From an optimization exercise on the open Yosys and OpenROAD flow, aimed at small area, a short achievable clock period and few clock cycles per item; shortcuts taken in it are not production practice.
The RTL was checked by simulation tests, not by an equivalence proof against the original design.
Power is estimated from default activity; no workload was simulated.

==> flow/design.v <==
`default_nettype none
package hart_pkg;
    typedef logic [31:0] word_t;
    typedef logic [4:0]  reg_addr_t;
    typedef logic [6:0]  opcode_t;
    localparam opcode_t OPC_OP     = 7'b0110011;
    localparam opcode_t OPC_OP_IMM = 7'b0010011;
    localparam opcode_t OPC_LUI    = 7'b0110111;
    localparam opcode_t OPC_AUIPC  = 7'b0010111;
    localparam opcode_t OPC_SYSTEM = 7'b1110011;
    localparam word_t EBREAK_INST = 32'h0010_0073;
    localparam word_t INST_BYTES = 32'd4;
    typedef enum logic [3:0] {
        ALU_ADD,
        ALU_SUB,
        ALU_SLL,
        ALU_SLT,
        ALU_SLTU,
        ALU_XOR,
        ALU_SRL,
        ALU_SRA,
        ALU_OR,
        ALU_AND,
        ALU_PASS_B
    } alu_op_e;
    typedef enum logic [0:0] {
        FETCH_RUN,
        FETCH_HALTED
    } fetch_state_e;
    typedef struct packed {
        logic      valid;
        word_t     inst;
        word_t     pc;
        reg_addr_t rs1_raddr;
        reg_addr_t rs2_raddr;
        word_t     rs1_rdata;
        word_t     rs2_rdata;
        word_t     op_a;
        word_t     op_b;
        alu_op_e   alu_op;
        reg_addr_t rd_waddr;
        logic      rd_wen;
        logic      trap;
        logic      halt;
    } dx_bundle_t;
    typedef struct packed {
        logic      valid;
        word_t     inst;
        logic      trap;
        logic      halt;
        reg_addr_t rs1_raddr;
        reg_addr_t rs2_raddr;
        word_t     rs1_rdata;
        word_t     rs2_rdata;
        reg_addr_t rd_waddr;
        word_t     rd_wdata;
        word_t     pc;
        word_t     next_pc;
    } retire_t;
endpackage
`default_nettype wire
`default_nettype none
module fetch_stage #(
    parameter hart_pkg::word_t RESET_ADDR = 32'h0000_0000
) (
    input  wire             i_clk,
    input  wire             i_arst_n,
    input  wire             i_halt,
    output hart_pkg::word_t o_imem_raddr,
    output hart_pkg::word_t o_pc,
    output logic            o_vld
);
    hart_pkg::fetch_state_e state_q;
    hart_pkg::word_t        pc_q;
    logic                   running;
    assign running = (state_q == hart_pkg::FETCH_RUN);
    assign o_imem_raddr = pc_q;
    always_ff @(posedge i_clk or negedge i_arst_n) begin
        if (!i_arst_n) begin
            state_q <= hart_pkg::FETCH_RUN;
            pc_q    <= RESET_ADDR;
            o_pc    <= RESET_ADDR;
            o_vld   <= 1'b0;
        end else begin
            if (running && i_halt) begin
                state_q <= hart_pkg::FETCH_HALTED;
            end
            if (running) begin
                pc_q <= pc_q + hart_pkg::INST_BYTES;
            end
            o_pc <= pc_q;
            o_vld <= running && !i_halt;
        end
    end
endmodule
`default_nettype wire
`default_nettype none
module register_file (
    input  wire                 i_clk,
    input  wire                 i_arst_n,
    input  wire hart_pkg::reg_addr_t i_rs1_raddr,
    input  wire hart_pkg::reg_addr_t i_rs2_raddr,
    input  wire hart_pkg::reg_addr_t i_rd_waddr,
    input  wire                 i_rd_wen,
    input  wire hart_pkg::word_t     i_rd_wdata,
    output hart_pkg::word_t     o_rs1_rdata,
    output hart_pkg::word_t     o_rs2_rdata
);
    hart_pkg::word_t regs [1:31];
    always_ff @(posedge i_clk or negedge i_arst_n) begin
        if (!i_arst_n) begin
            for (int i = 1; i < 32; i++) begin
                regs[i] <= '0;
            end
        end else if (i_rd_wen && (i_rd_waddr != '0)) begin
            regs[i_rd_waddr] <= i_rd_wdata;
        end
    end
    assign o_rs1_rdata = (i_rs1_raddr == '0) ? '0 : regs[i_rs1_raddr];
    assign o_rs2_rdata = (i_rs2_raddr == '0) ? '0 : regs[i_rs2_raddr];
endmodule
`default_nettype wire
`default_nettype none
module decode_stage (
    input  wire                       i_clk,
    input  wire                       i_arst_n,
    input  wire                       i_vld,
    input  wire hart_pkg::word_t      i_pc,
    input  wire hart_pkg::word_t      i_inst,
    input  wire hart_pkg::dx_bundle_t i_ex_fwd,
    input  wire hart_pkg::word_t      i_ex_res,
    input  wire hart_pkg::retire_t    i_wb,
    output hart_pkg::dx_bundle_t      o_dx,
    output logic                      o_halt
);
    hart_pkg::opcode_t    opcode;
    logic [2:0]           funct3;
    logic [6:0]           funct7;
    hart_pkg::reg_addr_t  rs1_addr;
    hart_pkg::reg_addr_t  rs2_addr;
    hart_pkg::reg_addr_t  rd_addr;
    hart_pkg::word_t      imm_i;
    hart_pkg::word_t      imm_u;
    hart_pkg::word_t      rf_rs1;
    hart_pkg::word_t      rf_rs2;
    hart_pkg::word_t      rs1_fwd;
    hart_pkg::word_t      rs2_fwd;
    logic                 wb_wen;
    hart_pkg::alu_op_e    alu_op;
    logic                 writes_rd;
    logic                 illegal;
    hart_pkg::dx_bundle_t dx_d;
    assign opcode   = i_inst[6:0];
    assign rd_addr  = i_inst[11:7];
    assign funct3   = i_inst[14:12];
    assign rs1_addr = i_inst[19:15];
    assign rs2_addr = i_inst[24:20];
    assign funct7   = i_inst[31:25];
    assign imm_i = {{20{i_inst[31]}}, i_inst[31:20]};
    assign imm_u = {i_inst[31:12], 12'b0};
    assign wb_wen = i_wb.valid && (i_wb.rd_waddr != '0);
    register_file regfile_i (
        .i_clk       (i_clk),
        .i_arst_n    (i_arst_n),
        .i_rs1_raddr (rs1_addr),
        .i_rs2_raddr (rs2_addr),
        .i_rd_waddr  (i_wb.rd_waddr),
        .i_rd_wen    (wb_wen),
        .i_rd_wdata  (i_wb.rd_wdata),
        .o_rs1_rdata (rf_rs1),
        .o_rs2_rdata (rf_rs2)
    );
    assign rs1_fwd = (i_ex_fwd.valid && i_ex_fwd.rd_wen && (i_ex_fwd.rd_waddr == rs1_addr))
                   ? i_ex_res
                   : (wb_wen && (i_wb.rd_waddr == rs1_addr)) ? i_wb.rd_wdata : rf_rs1;
    assign rs2_fwd = (i_ex_fwd.valid && i_ex_fwd.rd_wen && (i_ex_fwd.rd_waddr == rs2_addr))
                   ? i_ex_res
                   : (wb_wen && (i_wb.rd_waddr == rs2_addr)) ? i_wb.rd_wdata : rf_rs2;
    assign o_halt = i_vld && (i_inst == hart_pkg::EBREAK_INST);
    always_comb begin
        alu_op    = hart_pkg::ALU_ADD;
        writes_rd = 1'b1;
        illegal   = 1'b0;
        case (opcode)
            hart_pkg::OPC_OP: begin
                case ({funct7, funct3})
                    10'b0000000_000: alu_op = hart_pkg::ALU_ADD;
                    10'b0100000_000: alu_op = hart_pkg::ALU_SUB;
                    10'b0000000_001: alu_op = hart_pkg::ALU_SLL;
                    10'b0000000_010: alu_op = hart_pkg::ALU_SLT;
                    10'b0000000_011: alu_op = hart_pkg::ALU_SLTU;
                    10'b0000000_100: alu_op = hart_pkg::ALU_XOR;
                    10'b0000000_101: alu_op = hart_pkg::ALU_SRL;
                    10'b0100000_101: alu_op = hart_pkg::ALU_SRA;
                    10'b0000000_110: alu_op = hart_pkg::ALU_OR;
                    10'b0000000_111: alu_op = hart_pkg::ALU_AND;
                    default:         illegal = 1'b1;
                endcase
            end
            hart_pkg::OPC_OP_IMM: begin
                case (funct3)
                    3'b000: alu_op = hart_pkg::ALU_ADD;
                    3'b010: alu_op = hart_pkg::ALU_SLT;
                    3'b011: alu_op = hart_pkg::ALU_SLTU;
                    3'b100: alu_op = hart_pkg::ALU_XOR;
                    3'b110: alu_op = hart_pkg::ALU_OR;
                    3'b111: alu_op = hart_pkg::ALU_AND;
                    3'b001: begin
                        alu_op  = hart_pkg::ALU_SLL;
                        illegal = (funct7 != 7'b0000000);
                    end
                    default: begin
                        alu_op  = funct7[5] ? hart_pkg::ALU_SRA : hart_pkg::ALU_SRL;
                        illegal = (funct7 != 7'b0000000) && (funct7 != 7'b0100000);
                    end
                endcase
            end
            hart_pkg::OPC_LUI:   alu_op = hart_pkg::ALU_PASS_B;
            hart_pkg::OPC_AUIPC: alu_op = hart_pkg::ALU_ADD;
            hart_pkg::OPC_SYSTEM: begin
                writes_rd = 1'b0;
                illegal   = (i_inst != hart_pkg::EBREAK_INST);
            end
            default: illegal = 1'b1;
        endcase
    end
    always_comb begin
        dx_d.valid     = i_vld;
        dx_d.inst      = i_inst;
        dx_d.pc        = i_pc;
        dx_d.rs1_raddr = rs1_addr;
        dx_d.rs2_raddr = rs2_addr;
        dx_d.rs1_rdata = rs1_fwd;
        dx_d.rs2_rdata = rs2_fwd;
        dx_d.op_a      = (opcode == hart_pkg::OPC_AUIPC) ? i_pc : rs1_fwd;
        dx_d.op_b      = (opcode == hart_pkg::OPC_OP) ? rs2_fwd
                       : ((opcode == hart_pkg::OPC_LUI) || (opcode == hart_pkg::OPC_AUIPC))
                       ? imm_u : imm_i;
        dx_d.alu_op    = alu_op;
        dx_d.rd_waddr  = rd_addr;
        dx_d.rd_wen    = i_vld && writes_rd && !illegal && (rd_addr != '0);
        dx_d.trap      = i_vld && illegal;
        dx_d.halt      = o_halt;
    end
    always_ff @(posedge i_clk or negedge i_arst_n) begin
        if (!i_arst_n) begin
            o_dx <= '0;
        end else begin
            o_dx <= dx_d;
        end
    end
endmodule
`default_nettype wire
`default_nettype none
module execute_stage (
    input  wire                       i_clk,
    input  wire                       i_arst_n,
    input  wire hart_pkg::dx_bundle_t i_dx,
    output hart_pkg::word_t           o_res,
    output hart_pkg::retire_t         o_wb
);
    hart_pkg::opcode_t opcode;
    logic [4:0]        shamt;
    logic              lt_s;
    logic              lt_u;
    logic              reads_rs1;
    logic              reads_rs2;
    hart_pkg::retire_t wb_d;
    assign opcode = i_dx.inst[6:0];
    assign shamt  = i_dx.op_b[4:0];
    assign lt_s   = $signed(i_dx.op_a) < $signed(i_dx.op_b);
    assign lt_u   = i_dx.op_a < i_dx.op_b;
    always_comb begin
        case (i_dx.alu_op)
            hart_pkg::ALU_ADD:    o_res = i_dx.op_a + i_dx.op_b;
            hart_pkg::ALU_SUB:    o_res = i_dx.op_a - i_dx.op_b;
            hart_pkg::ALU_SLL:    o_res = i_dx.op_a << shamt;
            hart_pkg::ALU_SLT:    o_res = {31'b0, lt_s};
            hart_pkg::ALU_SLTU:   o_res = {31'b0, lt_u};
            hart_pkg::ALU_XOR:    o_res = i_dx.op_a ^ i_dx.op_b;
            hart_pkg::ALU_SRL:    o_res = i_dx.op_a >> shamt;
            hart_pkg::ALU_SRA:    o_res = $signed(i_dx.op_a) >>> shamt;
            hart_pkg::ALU_OR:     o_res = i_dx.op_a | i_dx.op_b;
            hart_pkg::ALU_AND:    o_res = i_dx.op_a & i_dx.op_b;
            hart_pkg::ALU_PASS_B: o_res = i_dx.op_b;
            default:              o_res = '0;
        endcase
    end
    assign reads_rs1 = !i_dx.trap
                     && ((opcode == hart_pkg::OPC_OP) || (opcode == hart_pkg::OPC_OP_IMM));
    assign reads_rs2 = !i_dx.trap && (opcode == hart_pkg::OPC_OP);
    always_comb begin
        wb_d.valid     = i_dx.valid;
        wb_d.inst      = i_dx.inst;
        wb_d.trap      = i_dx.trap;
        wb_d.halt      = i_dx.halt;
        wb_d.rs1_raddr = reads_rs1 ? i_dx.rs1_raddr : '0;
        wb_d.rs2_raddr = reads_rs2 ? i_dx.rs2_raddr : '0;
        wb_d.rs1_rdata = reads_rs1 ? i_dx.rs1_rdata : '0;
        wb_d.rs2_rdata = reads_rs2 ? i_dx.rs2_rdata : '0;
        wb_d.rd_waddr  = i_dx.rd_wen ? i_dx.rd_waddr : '0;
        wb_d.rd_wdata  = i_dx.rd_wen ? o_res : '0;
        wb_d.pc        = i_dx.pc;
        wb_d.next_pc   = i_dx.pc + hart_pkg::INST_BYTES;
    end
    always_ff @(posedge i_clk or negedge i_arst_n) begin
        if (!i_arst_n) begin
            o_wb <= '0;
        end else begin
            o_wb <= wb_d;
        end
    end
endmodule
`default_nettype wire
`default_nettype none
module hart #(
    parameter hart_pkg::word_t RESET_ADDR = 32'h0000_0000
) (
    input  wire                     i_clk,
    input  wire                     i_arst_n,
    output hart_pkg::word_t         o_imem_raddr,
    input  wire hart_pkg::word_t    i_imem_rdata,
    output logic                    o_retire_valid,
    output hart_pkg::word_t         o_retire_inst,
    output logic                    o_retire_trap,
    output logic                    o_retire_halt,
    output hart_pkg::reg_addr_t     o_retire_rs1_raddr,
    output hart_pkg::reg_addr_t     o_retire_rs2_raddr,
    output hart_pkg::word_t         o_retire_rs1_rdata,
    output hart_pkg::word_t         o_retire_rs2_rdata,
    output hart_pkg::reg_addr_t     o_retire_rd_waddr,
    output hart_pkg::word_t         o_retire_rd_wdata,
    output hart_pkg::word_t         o_retire_pc,
    output hart_pkg::word_t         o_retire_next_pc
);
    hart_pkg::word_t      fe_pc;
    logic                 fe_vld;
    logic                 de_halt;
    hart_pkg::dx_bundle_t dx;
    hart_pkg::word_t      ex_res;
    hart_pkg::retire_t    wb;
    fetch_stage #(
        .RESET_ADDR (RESET_ADDR)
    ) fetch_i (
        .i_clk        (i_clk),
        .i_arst_n     (i_arst_n),
        .i_halt       (de_halt),
        .o_imem_raddr (o_imem_raddr),
        .o_pc         (fe_pc),
        .o_vld        (fe_vld)
    );
    decode_stage decode_i (
        .i_clk    (i_clk),
        .i_arst_n (i_arst_n),
        .i_vld    (fe_vld),
        .i_pc     (fe_pc),
        .i_inst   (i_imem_rdata),
        .i_ex_fwd (dx),
        .i_ex_res (ex_res),
        .i_wb     (wb),
        .o_dx     (dx),
        .o_halt   (de_halt)
    );
    execute_stage execute_i (
        .i_clk    (i_clk),
        .i_arst_n (i_arst_n),
        .i_dx     (dx),
        .o_res    (ex_res),
        .o_wb     (wb)
    );
    assign o_retire_valid     = wb.valid;
    assign o_retire_inst      = wb.inst;
    assign o_retire_trap      = wb.trap;
    assign o_retire_halt      = wb.halt;
    assign o_retire_rs1_raddr = wb.rs1_raddr;
    assign o_retire_rs2_raddr = wb.rs2_raddr;
    assign o_retire_rs1_rdata = wb.rs1_rdata;
    assign o_retire_rs2_rdata = wb.rs2_rdata;
    assign o_retire_rd_waddr  = wb.rd_waddr;
    assign o_retire_rd_wdata  = wb.rd_wdata;
    assign o_retire_pc        = wb.pc;
    assign o_retire_next_pc   = wb.next_pc;
endmodule
`default_nettype wire
==> flow/run.sh <==
#!/bin/bash
# synth_recipe.tcl (not shown) runs the flow's synth.tcl, then flattens the netlist and writes it again
# the make line also repeats each setting of config.mk as NAME=value (left out here)
make -C /OpenROAD-flow-scripts/flow DESIGN_CONFIG=/design/flow/config.mk WORK_HOME=/design/flow/orfs CLKGATE_MAP_FILE= SYNTH_SCRIPT=/design/flow/synth_recipe.tcl finish
==> flow/config.mk <==
export PLATFORM = sky130hd
export DESIGN_NAME = hart
export DESIGN_NICKNAME = hart
export VERILOG_FILES = /design/flow/design.v
export SDC_FILE = /design/flow/constraint.sdc
export NUM_CORES = 4
export LEC_CHECK = 0
export CAP_MARGIN = 20
export CORE_MARGIN = 2
export CORE_UTILIZATION = 40
export SLEW_MARGIN = 20
==> flow/constraint.sdc <==
create_clock -name core_clock -period 5.0 [get_ports {i_clk}]
set_input_delay 1.0000 -clock core_clock [delete_from_list [all_inputs] [get_ports {i_clk}]]
set_output_delay 1.0000 -clock core_clock [all_outputs]
set_load 0.01 [all_outputs]
==> notes.md <==
==> cell usage in the layout (no fill, tap or decap), types with 106 or more instances in the layout <==
cell,n
sky130_fd_sc_hd__a21oi_1,280
sky130_fd_sc_hd__a22oi_1,834
sky130_fd_sc_hd__buf_4,562
sky130_fd_sc_hd__clkbuf_16,159
sky130_fd_sc_hd__clkdlybuf4s50_1,263
sky130_fd_sc_hd__dfrtp_1,1452
sky130_fd_sc_hd__ha_1,106
sky130_fd_sc_hd__inv_1,111
sky130_fd_sc_hd__mux2_2,1052
sky130_fd_sc_hd__nand2_1,303
sky130_fd_sc_hd__nand3_1,121
sky130_fd_sc_hd__nand4_1,152
sky130_fd_sc_hd__nor2_1,276
sky130_fd_sc_hd__nor3_1,107
sky130_fd_sc_hd__o21ai_0,134
==> state kept, by name, indices dropped and copies added (netlist names) <==
signal / count
decode_i.regfile_i.regs: 992
execute_i.o_wb: 206
decode_i.o_dx: 198
fetch_i.o_pc: 30
fetch_i.pc_q: 30
fetch_i.o_vld: 1
fetch_i.state_q: 1
==> path summary, 6_finish.rpt <==
kind,cells past startpoint,endpoint,start
max in group asynchronous,3,decode_i.regfile_i.regs[4][6]$_DFFE_PN0P_,i_arst_n
hold / removal,1,decode_i.regfile_i.regs[8][21]$_DFFE_PN0P_,i_arst_n
min in group core_clock,0,execute_i.o_wb[204]$_DFF_PN0_,decode_i.o_dx[209]$_DFF_PN0_
hold reg to reg,0,execute_i.o_wb[204]$_DFF_PN0_,decode_i.o_dx[209]$_DFF_PN0_
setup / recovery,12,decode_i.o_dx[55]$_DFF_PN0_,i_imem_rdata[16]
setup reg to reg,14,decode_i.o_dx[43]$_DFF_PN0_,decode_i.o_dx[50]$_DFF_PN0_
==> layout make-up <==
| type | instances | area, sq um |
|---|---|---|
| Clock inverter | 76 | 812 |
| Fill cell | 17100 | 97100 |
| Tap cell | 2495 | 3120 |
| Timing Repair Buffer | 905 | 8390 |
| Sequential cell | 1458 | 36500 |
| Antenna cell | 19 | 47.5 |
| Multi-Input combinational cell | 4552 | 36300 |
| Clock buffer | 216 | 4490 |
| Inverter | 117 | 439 |
==> metal layers <==
metal  part of all wire  vias to the layer above  GRT usage
li1                   -                    26400          -
met1               0.36                    35000      0.531
met2               0.43                     5454      0.658
met3               0.11                     1892      0.140
met4              0.096                       32      0.338
met5            0.00049                        -          0
==> critical path, stage by stage <==
cell and delay [ps]:
sky130_fd_sc_hd__clkdlybuf4s50_1 680, sky130_fd_sc_hd__or3b_2 710, sky130_fd_sc_hd__nor2_4 840, sky130_fd_sc_hd__a22oi_1 250, sky130_fd_sc_hd__nand2_1 100, sky130_fd_sc_hd__or3_1 100, sky130_fd_sc_hd__nor4_1 100, sky130_fd_sc_hd__buf_4 150
sky130_fd_sc_hd__o31ai_1 880, sky130_fd_sc_hd__buf_4 240, sky130_fd_sc_hd__mux2_2 150, sky130_fd_sc_hd__mux2_2 140
==> report_power, final <==
group / switching, mW / leakage (nW) / internal [mW] / total [mW]
sequential: 0.0980 / 20.0 / 11.9 / 12.0
clock: 5.40 / 2.59 / 6.79 / 12.2
combinational: 1.52 / 18.8 / 0.582 / 2.10
==> kinds of logic after synthesis <==
family	Yosys count	share of synthesized area
fa+ha+maj	108	0.0182
compound gates	1778	0.168
mux	1166	0.185
other cells	1	0.0000499
flops	1458	0.486
buf+inv	734	0.0380
xor+xnor	89	0.0104
simple gates	1405	0.0947
==> results.ini <==
[power]
vdd.ir_drop.worst_v=0.000285
leakagePower_nw=41.4
totalPowerFinal_mw=26.3
power-per-cell-area_nw_per_um2=292

[cts]
worstSkewPairLatency_ps=870
cts.htree.levels=4
ctsRootBufferMaster=sky130_fd_sc_hd__clkbuf_16
clkSinkCount=1458
post-cts-setup-buffers=0
tritoncts=yes
post_cts_resize_count=0
cts-buffers-inserted=159
clock_path_buffers=3
clock_input_transition_at_the_sequential_cells_of_the_worst_setup_and_hold_paths_ps=60
cts-hold-fix-buffers=0

[die]
design.portCount=276
die_w_um=437
standard_cell_core_area_sq_um=187000
die_area_sq_um=191000
row_count=159
start_util=0.401
dieHeight_um=437

[logic_synthesis]
post-synth-top-area-cell=sky130_fd_sc_hd__dfrtp_1
yosysMostFrequentCell=sky130_fd_sc_hd__dfrtp_1
synth-async-reset-ratio=1.00
synth_top_cell_area_share=0.486
synth_top_cells_by_count=sky130_fd_sc_hd__dfrtp_1 (1,458), sky130_fd_sc_hd__mux2_2 (1,052), sky130_fd_sc_hd__a22oi_1 (834)
top_area_cells_in_the_synthesized_netlist=sky130_fd_sc_hd__dfrtp_1 (49%), sky130_fd_sc_hd__mux2_2 (16%), sky130_fd_sc_hd__a22oi_1 (8.3%)
cells_after_synth=6739
syn_avg_cell_area_sq_um=11.1
mappedNetlistArea_sq_um=75100
synthFlopType=sky130_fd_sc_hd__dfrtp_1
synth-warning-count=5
ys_types=98
synth_enable_flop_cells=0
proportion_of_synthesized_chip_area_in_sequential_cells=0.486
synth-seq-cells=1458

[timing]
setup_total_negative_slack_ps=0
unrepaired_setup_endpoints_after_global_routing=false
final-max-slew-violation-count=0
fin_skew_ps=59.0
timing_worst_slew_pin_value_ps=1260
post-route-worst-setup-slack_ps=388
min_period_over_period=0.922
fmaxAchievable_ghz=0.217
hold_viol_final=0
setup_viol=0
finalHoldWorstSlack_ps=127
period_minus_slack_ps=4610
slew_headroom=0.152

[placed_design]
dp_hpwl_mm=300
placed_area_sq_um=84700
pre_cts_ws_ps=-182
dpl.cell_count=9527
io_buffer_count=269
routabilityCongestion=1.05

[finish]
layout-drive-gt1-share=0.296
stdcell_count=9838
total_nets_final=7335
post-route-util=0.481
areaGrowthSynthToFinish_pct=19.9
fin_area_sq_um=90100

[status]
run_status=finished clean

[route]
remaining_drc_errors=0
detail_route.iter0.violations=9713
drt.antenna.violating_nets=0
routed_wirelength_mm=431
post_detailed_route_wirelength_per_cell_um=43.8
route.detailed.vias_per_inst=7.00
dr.pass1.iters=10
num_vias=68800

[global_routing]
grt_antenna_before_repair=34
grt_use_total=0.442
number_of_global_route_vias_before_repair=67300
gr-total-overflow=0
grt_pass1_wl_mm=584
grt_start_max_net_pins=144

[run]
max_cap_violations=0

[worst_setup_path]
worst-setup-path-type=in2reg
crit_required_ps=5750
critical_path.endpoint_type=flop
r2r_slack_ps=450
crit_arrival_ps=5360
critPathLaunchType=input port
crit_path_max_fanout=13

[hold_path]
worstHoldPathType=in2async

Testbench counts, summed over its fixed seeds: cycles 12,864, items 12,800.

re-timing with driven ports:
The flow's constraints put no driver on any port. The routed layout listed below was extracted and timed again, unchanged, in two steps.
Step 1 sets driving cells, clkbuf_16 on the clock port and buf_2 on the other inputs (assumed; they add their load-dependent delay and slew).
Step 2 moves the port delays by t, midway between the first and last clock arrival at a register: inputs arrive t later, outputs are due t later. That takes back most of the time a late clock gives input paths.
Slacks: no drivers / after step 1 / after step 2; pairs: no drivers / after step 1.
t (ns): 0.926
setup WS [ns]: 0.388 / 0.447 / -0.475
worst setup path after step 2: input to register
With both steps, setup timing fails in this run, where it was met with ideal ports. The setup slack of this run moves by +0.059 ns with the drivers and by -0.863 ns with both steps.
